This is an optimization exercise on Yosys and OpenROAD, whose aim is small area and few clock cycles, not a production implementation.
Function was checked by simulation only, so behaviour that the tests miss may differ from the original.

## oak
// ycbcrBlockTop
module ycbcrBlockTop (
    input  logic        clk,
    input  logic        rst_n,
    input  logic        enable,
    input  logic [63:0] rdData,
    output logic [10:0] rdAddr,
    output logic [10:0] wrAddr,
    output logic [63:0] wrData,
    output logic        wen,
    output logic        valid
);
    localparam logic [5:0] LastT = 6'd52;
    logic [5:0] t;
    logic [1:0] ph;      
    wire idle  = (t == 6'd0) | (t == LastT);
    wire start = enable & idle;
    always_ff @(posedge clk) begin
        if (!rst_n) begin
            t  <= 6'd0;
            ph <= 2'd0;
        end else if (start) begin
            t  <= 6'd1;
            ph <= 2'd1;
        end else if (idle) begin
            t  <= 6'd0;
            ph <= 2'd0;
        end else begin
            t  <= t + 6'd1;
            ph <= (ph == 2'd2) ? 2'd0 : ph + 2'd1;
        end
    end
    assign rdAddr = {5'd0, (t[5] & t[4]) ? 6'd0 : t};
    assign wrAddr = {5'd0, t - 6'd5};
    assign wen    = (t < 6'd5);
    assign valid  = (t == LastT);
    logic [63:0] s0, s1;
    logic [31:0] s2h;
    always_ff @(posedge clk) begin
        s0  <= rdData;
        s1  <= s0;
        s2h <= s1[31:0];
    end
    wire selLo = (ph == 2'd0);
    logic [31:0] yU, cbU, crU;
    for (genvar j = 0; j < 4; j++) begin : gU
        logic [7:0] r, g, b;
        logic [8:0] d, e, dP, eP, cb9, cr9;
        logic [7:0] gP, y;
        assign r = selLo ? s1[63 - 8 * j -: 8]     : s2h[31 - 8 * j -: 8];
        assign g = selLo ? s0[63 - 8 * j -: 8]     : s1[31 - 8 * j -: 8];
        assign b = selLo ? rdData[63 - 8 * j -: 8] : s0[31 - 8 * j -: 8];
        ycc_stA uA (.r(r), .g(g), .b(b), .d(d), .e(e));
        always_ff @(posedge clk) begin
            dP <= d;
            eP <= e;
            gP <= g;
        end
        ycc_stB uB (.d(dP), .e(eP), .g(gP), .y(y), .cb(cb9), .cr(cr9));
        assign yU[31 - 8 * j -: 8]  = y;
        assign cbU[31 - 8 * j -: 8] = cb9[7:0] | {8{cb9[8]}};
        assign crU[31 - 8 * j -: 8] = cr9[7:0] | {8{cr9[8]}};
    end
    logic [31:0] l1, l2, l3, h1, h2;
    always_ff @(posedge clk) begin
        if (ph == 2'd1) begin
            l1 <= yU;
            l2 <= cbU;
        end else begin
            l1 <= l2;
            l2 <= l3;
        end
        l3 <= crU;
        h1 <= (ph == 2'd2) ? cbU : h2;
        h2 <= crU;
    end
  ...
Size in the first run: ~2,000 cells after synthesis, ~160 I/O pins.
clock: 8.0 ns
lec_check: 0
cap_margin: 20
core_margin: 2
core_utilization: 40
slew_margin: 20
synth_hierarchical: 1
synth_minimum_keep_size: 0
run.sh (not shown) runs the stock make flow with config.mk's settings and CLKGATE_MAP_FILE= SYNTH_SCRIPT=/design/flow/synth_recipe.tcl, a recipe that flattens the netlist after the stock synthesis.
oak finished all stages; the layout is clean.
Testbench counts of oak, summed over its fixed seeds: cycles 3,336.
For pine, these inputs were changed with respect to oak:
diff --git a/flow/config.mk b/flow/config.mk
--- a/flow/config.mk
+++ b/flow/config.mk
@@ -10,2 +10,3 @@
 export CORE_UTILIZATION = 40
+export CTS_BUF_LIST = sky130_fd_sc_hd__clkbuf_8
 export SLEW_MARGIN = 20
Notes after the runs:
- Highest fanout seen on the critical path in pine is 1 above oak.
- STATUS post-route worst setup slack: pine wins against oak
- For the met3 capacity usage during global routing, pine came in 0.34 points higher than oak did.
- No stage failed in pine, and the final checks on the layout all came back clean.
- Relative to oak, final antenna diode count has increased by 3 in pine.
Setup changes, pine to birch
diff --git a/flow/config.mk b/flow/config.mk
--- a/flow/config.mk
+++ b/flow/config.mk
@@ -10,3 +10,3 @@
 export CORE_UTILIZATION = 40
-export CTS_BUF_LIST = sky130_fd_sc_hd__clkbuf_8
+export CTS_BUF_LIST = sky130_fd_sc_hd__clkbuf_4
 export SLEW_MARGIN = 20
Findings:
Largest stage delay on the critical path delta for birch relative to pine: 0.02 ns lower
Diff pine -> birch: multi-input logic area grew by 0.84%; non-clock buffer total of the final layout saw an increase.
Summary of birch over pine: global-route wire length before repair now larger, share of the clock period used by the worst path after layout -1.0 points, final-report setup violation count shows no meaningful change.
birch ended up with a lower maximum net fanout on the critical path than pine did.
birch and pine ended up with roughly the same final instance area.
birch vs pine: number of search-and-repair iterations in the first detailed-routing pass up in birch

========
ycbcrBlockTop, a different RTL version from the one above (not shown whole).
For scale: roughly 1900 cells after synthesis, about 370 flip-flops, about 24000 µm² of cells after synthesis.
// ycbcrBlockTop
module ycbcrBlockTop (
    input  logic        clk,
    input  logic        rst_n,
    input  logic        enable,
    input  logic [63:0] rdData,
    output logic [10:0] rdAddr,
    output logic [10:0] wrAddr,
    output logic [63:0] wrData,
    output logic        wen,
    output logic        valid
);
    localparam logic [5:0] LastT = 6'd52;
    logic [5:0] t;
    logic [1:0] ph;      
    wire idle  = (t == 6'd0) | (t == LastT);
    wire start = enable & idle;
    always_ff @(posedge clk) begin
        if (!rst_n) begin
            t  <= 6'd0;
            ph <= 2'd0;
        end else if (start) begin
            t  <= 6'd1;
            ph <= 2'd1;
        end else if (idle) begin
            t  <= 6'd0;
            ph <= 2'd0;
        end else begin
            t  <= t + 6'd1;
            ph <= (ph == 2'd2) ? 2'd0 : ph + 2'd1;
        end
    end
    assign rdAddr = {5'd0, (t[5] & t[4]) ? 6'd0 : t};
    assign wrAddr = {5'd0, t - 6'd5};
    assign wen    = (t < 6'd5);
    assign valid  = (t == LastT);
    logic [63:0] s0, s1;
    logic [31:0] s2h;
    always_ff @(posedge clk) begin
        s0  <= rdData;
        s1  <= s0;
        s2h <= s1[31:0];
    end
    wire selLo = (ph == 2'd0);
    logic [31:0] yU, cbU, crU;
    for (genvar j = 0; j < 4; j++) begin : gU
        logic [7:0] r, g, nb;
  ...
Settings: LEC_CHECK=0, CAP_MARGIN=20, CORE_MARGIN=2, CORE_UTILIZATION=80, CTS_BUF_LIST=sky130_fd_sc_hd__clkbuf_8, CTS_CLUSTER_DIAMETER=60, CTS_CLUSTER_SIZE=20, SLEW_MARGIN=20, SYNTH_HIERARCHICAL=1, SYNTH_MINIMUM_KEEP_SIZE=0; clock period 8.0 ns.
standard.sh (not shown) runs the stock make flow with config.mk's settings and CLKGATE_MAP_FILE= SYNTH_SCRIPT=/design/flow/synth_recipe.tcl, a recipe that flattens the netlist after the stock synthesis.
==> flow/flow/run.sh <==
#!/bin/bash
# The standard layout (standard.sh: standard synthesis, floorplan, place, CTS, route),
# with two changes: the buffers that buffer_ports puts on every input and output port are
# sky130_fd_sc_hd__buf_1 cells instead of the default sky130_fd_sc_hd__clkdlybuf4s50_1, and
# CTS (same buffer list and clustering as config.mk) inserts no dummy loads.
# The whole make output goes to standard_flow.log; ORFS keeps each step's log in orfs/logs.
set -euo pipefail
export BUFFER_PORTS_ARGS="-buffer_cell sky130_fd_sc_hd__buf_1"
export CTS_ARGS="-sink_clustering_enable -repair_clock_nets -sink_clustering_size 20 -sink_clustering_max_diameter 60 -buf_list sky130_fd_sc_hd__clkbuf_8 -dont_use_dummy_load"
bash standard.sh > standard_flow.log 2>&1
Testbench counts at the start, summed over its fixed seeds: cycles 3,336.
Change:
CORE_UTILIZATION = 65   (was 80)
What happened:
- The changed run produced a clean layout
- count of clock-buffer cells in the layout came out lower by 1
- wire length came out lower by 2.6%
- setup slack gets worse by 0.049 ns
- cell count came out higher by 3.6%
- non-clock buffer count came out higher by 5

========
Another version of the RTL of ycbcrBlockTop (not shown whole).
Size in the first run: roughly 1900 cells after synthesis, ~160 I/O pins, roughly 24000 µm² of cells after synthesis.
clock: 8.0 ns
lec_check: 0
cap_margin: 20
core_margin: 2
core_utilization: 80
cts_buf_list: sky130_fd_sc_hd__clkbuf_8
cts_cluster_diameter: 60
cts_cluster_size: 20
slew_margin: 20
synth_hierarchical: 1
synth_minimum_keep_size: 0
Scripts as last shown in full above: flow/flow/run.sh
Testbench counts at the start, summed over its fixed seeds: cycles 3,336.
Edit:
--- a/flow/flow/run.sh
+++ b/flow/flow/run.sh
@@ -7,4 +7,4 @@
 set -euo pipefail
 export BUFFER_PORTS_ARGS="-buffer_cell sky130_fd_sc_hd__buf_1"
-export CTS_ARGS="-sink_clustering_enable -repair_clock_nets -sink_clustering_size 20 -sink_clustering_max_diameter 60 -buf_list sky130_fd_sc_hd__clkbuf_8 -dont_use_dummy_load"
+export CTS_ARGS="-sink_clustering_enable -repair_clock_nets -sink_clustering_size 24 -sink_clustering_max_diameter 50 -buf_list sky130_fd_sc_hd__clkbuf_8 -dont_use_dummy_load"
 bash standard.sh > standard_flow.log 2>&1
CTS_CLUSTER_DIAMETER = 50   (was 60)
CTS_CLUSTER_SIZE = 24   (was 20)
Outcome: The changed run went through all stages and came out clean; non-clock buffer count stays the same; routed wire length is about the same; cell count hardly moves; sequential cell count does not change.

========
== run 1 ==
Another version of the RTL of ycbcrBlockTop (not shown whole).
For scale: ~400 flip-flops, roughly 160 I/O pins, ~25000 um^2 of cells after synthesis.
Settings: LEC_CHECK=0, CAP_MARGIN=20, CORE_MARGIN=2, CORE_UTILIZATION=40, CTS_BUF_LIST=sky130_fd_sc_hd__clkbuf_8, CTS_CLUSTER_DIAMETER=60, CTS_CLUSTER_SIZE=20, SLEW_MARGIN=20, SYNTH_HIERARCHICAL=1, SYNTH_MINIMUM_KEEP_SIZE=0; clock period 8.0 ns.
run.sh (not shown) runs the stock make flow with config.mk's settings and CLKGATE_MAP_FILE= SYNTH_SCRIPT=/design/flow/synth_recipe.tcl, a recipe that flattens the netlist after the stock synthesis.
Stock flow here: none of the scripts above is used.
Testbench counts of run 1, summed over its fixed seeds: cycles 3,336.
Here is what was changed in the inputs of run 2 compared with run 1.
==> flow/flow/run.sh (new file) <==
#!/bin/bash
# The standard layout (standard.sh: standard synthesis, floorplan, place, CTS, route),
# with one change: the buffers that buffer_ports puts on every input and output port are
# sky130_fd_sc_hd__buf_1 cells instead of the default sky130_fd_sc_hd__clkdlybuf4s50_1.
# The whole make output goes to standard_flow.log; ORFS keeps each step's log in orfs/logs.
set -euo pipefail
export BUFFER_PORTS_ARGS="-buffer_cell sky130_fd_sc_hd__buf_1"
bash standard.sh > standard_flow.log 2>&1
==> flow/standard.sh (new file) <==
#!/bin/bash
# synth_recipe.tcl (not shown) runs the flow's synth.tcl, then flattens the netlist and writes it again
# the make line also repeats each setting of config.mk as NAME=value (left out here)
make -C /OpenROAD-flow-scripts/flow DESIGN_CONFIG=/design/flow/config.mk WORK_HOME=/design/flow/orfs CLKGATE_MAP_FILE= SYNTH_SCRIPT=/design/flow/synth_recipe.tcl "${@:-finish}"
removed: flow/run.sh
Notes after the runs:
Any difference in post-route minimum period between run 2 and run 1 is small enough to ignore. On run 2: worst hold slack is 0.0045 ns higher than what run 1 gave. The area of the multi-input gates was comparable across run 2 and run 1. Compared with run 1, run 2 shows a routability congestion estimate that is about 2% lower. Compared run 2 against run 1; timing-limited maximum frequency within noise. Diff run 1 -> run 2 | maximum number of pins on one net before global-route repair | decrease of about 26%. Cell count after placement across run 2 and run 1: no real change. Number of buffers inserted by hold repair at cts: run 1 vs run 2 identical.
For run 3, these inputs were changed with respect to run 2:
- a change of CTS_BUF_LIST from sky130_fd_sc_hd__clkbuf_8 to sky130_fd_sc_hd__clkbuf_4
- a deleted CTS_CLUSTER_DIAMETER that had been 60
- a deleted CTS_CLUSTER_SIZE that had been 20
==> flow/run.sh (new file) <==
#!/bin/bash
# synth_recipe.tcl (not shown) runs the flow's synth.tcl, then flattens the netlist and writes it again
# the make line also repeats each setting of config.mk as NAME=value (left out here)
make -C /OpenROAD-flow-scripts/flow DESIGN_CONFIG=/design/flow/config.mk WORK_HOME=/design/flow/orfs CLKGATE_MAP_FILE= SYNTH_SCRIPT=/design/flow/synth_recipe.tcl finish
removed: flow/flow/run.sh
removed: flow/standard.sh
Findings:
Looking at launching instance or port of the critical path, the gU[3].dP[0] result is from run 2; the gU[1].dP[2] one comes from run 3.
Relative to run 2, run 3 improves worst path setup slack after routing.
Run 2 → run 3: overall via count from detail_route went up 699, inverter count barely changed.
Run 3 ends up with a number of antenna violations at the first check in global routing that is 1 lower than in run 2.
Between run 2 and run 3, the flow reports routability congestion estimate increasing slightly.
Comparing run 3 and run 2, the lower relative slew slack was measured on run 3.
Lower end-of-flow core utilization goes to run 2 over run 3.
Comparing the two runs side by side, run 3 comes out behind run 2 on post-route standard cell area excluding fillers.
Run 3 and run 2 ended up with nearly the same total half-perimeter wirelength after legalization and detailed placement.
Input-level comparison between run 4 and run 3:
==> flow/flow/run.sh (new file) <==
#!/bin/bash
# The standard layout (standard.sh: standard synthesis, floorplan, place, CTS, route),
# with one change: the buffers that buffer_ports puts on every input and output port are
# sky130_fd_sc_hd__buf_1 cells instead of the default sky130_fd_sc_hd__clkdlybuf4s50_1.
# The whole make output goes to standard_flow.log; ORFS keeps each step's log in orfs/logs.
set -euo pipefail
export BUFFER_PORTS_ARGS="-buffer_cell sky130_fd_sc_hd__buf_1"
bash standard.sh > standard_flow.log 2>&1
==> flow/standard.sh (new file) <==
#!/bin/bash
# synth_recipe.tcl (not shown) runs the flow's synth.tcl, then flattens the netlist and writes it again
# the make line also repeats each setting of config.mk as NAME=value (left out here)
make -C /OpenROAD-flow-scripts/flow DESIGN_CONFIG=/design/flow/config.mk WORK_HOME=/design/flow/orfs CLKGATE_MAP_FILE= SYNTH_SCRIPT=/design/flow/synth_recipe.tcl "${@:-finish}"
removed: flow/run.sh
Results
- Run 4 reached the end of the flow, and the finished layout is clean on the timing, DRC and antenna checks.
- Lower number of non-clock buffers in the layout among run 4 and run 3: run 4
- Changes observed in run 4 relative to run 3: final cell area excluding filler cells decreased by about 3.5% relative to the old numbers, number of antenna violations at the first check in global routing increased by 1 relative to the old numbers, count of clock-buffer cells in the layout decreased by about 8% relative to the old numbers.
- Actual transition at the worst max-transition pin in run 4 is 0.063 ns lower than in run 3
- Changes observed in run 4 relative to run 3: core utilization lower, footprint of the multi-input gates roughly the same, via count lower.
- As far as number of non-clock inverters goes, run 3 and run 4 are indistinguishable; the numbers are identical.

==> separate check: timing with driven ports <==
How much do the figures lean on ideal ports? The routed layouts below were timed once more, with nothing changed but the port constraints. Step 1: set_driving_cell puts a clkbuf_16 on clk and a buf_2 on each other input, an assumption about the parent block. Step 2 times the ports against the registers' clock, not the clock port: input delays grow and output delays shrink by t, the midpoint of the rising clock arrivals with the driver on. a / b / c = ideal ports / drivers / drivers and shift; a / b = the first two.
| run | t (ns) | slack for setup (ns) | latest minus earliest clock arrival (ns) |
|---|---|---|---|
| oak | 0.623 | 0.161 / 0.103 / 0.336 | 0.030 / 0.031 |
| pine | 0.679 | 0.175 / 0.119 / 0.331 | 0.045 / 0.045 |
| birch | 0.871 | 0.256 / 0.201 / 0.337 | 0.066 / 0.065 |
| the first run of note 2 | 0.631 | 0.215 / 0.166 / 0.313 | 0.067 / 0.067 |
| the second run of note 2 | 0.643 | 0.167 / 0.117 / 0.299 | 0.056 / 0.056 |
| the first run of note 3 | 0.633 | 0.267 / 0.267 / 0.267 | 0.057 / 0.057 |
| the second run of note 3 | 0.631 | 0.265 / 0.265 / 0.265 | 0.062 / 0.062 |
| run 1 | 0.663 | 0.264 / 0.264 / 0.264 | 0.045 / 0.045 |
| run 2 | 0.670 | 0.261 / 0.261 / 0.261 | 0.025 / 0.024 |
| run 3 | 0.881 | 0.270 / 0.270 / 0.270 | 0.059 / 0.059 |
| run 4 | 0.897 | 0.270 / 0.270 / 0.270 | 0.092 / 0.092 |
After both steps every run listed still meets setup and hold.
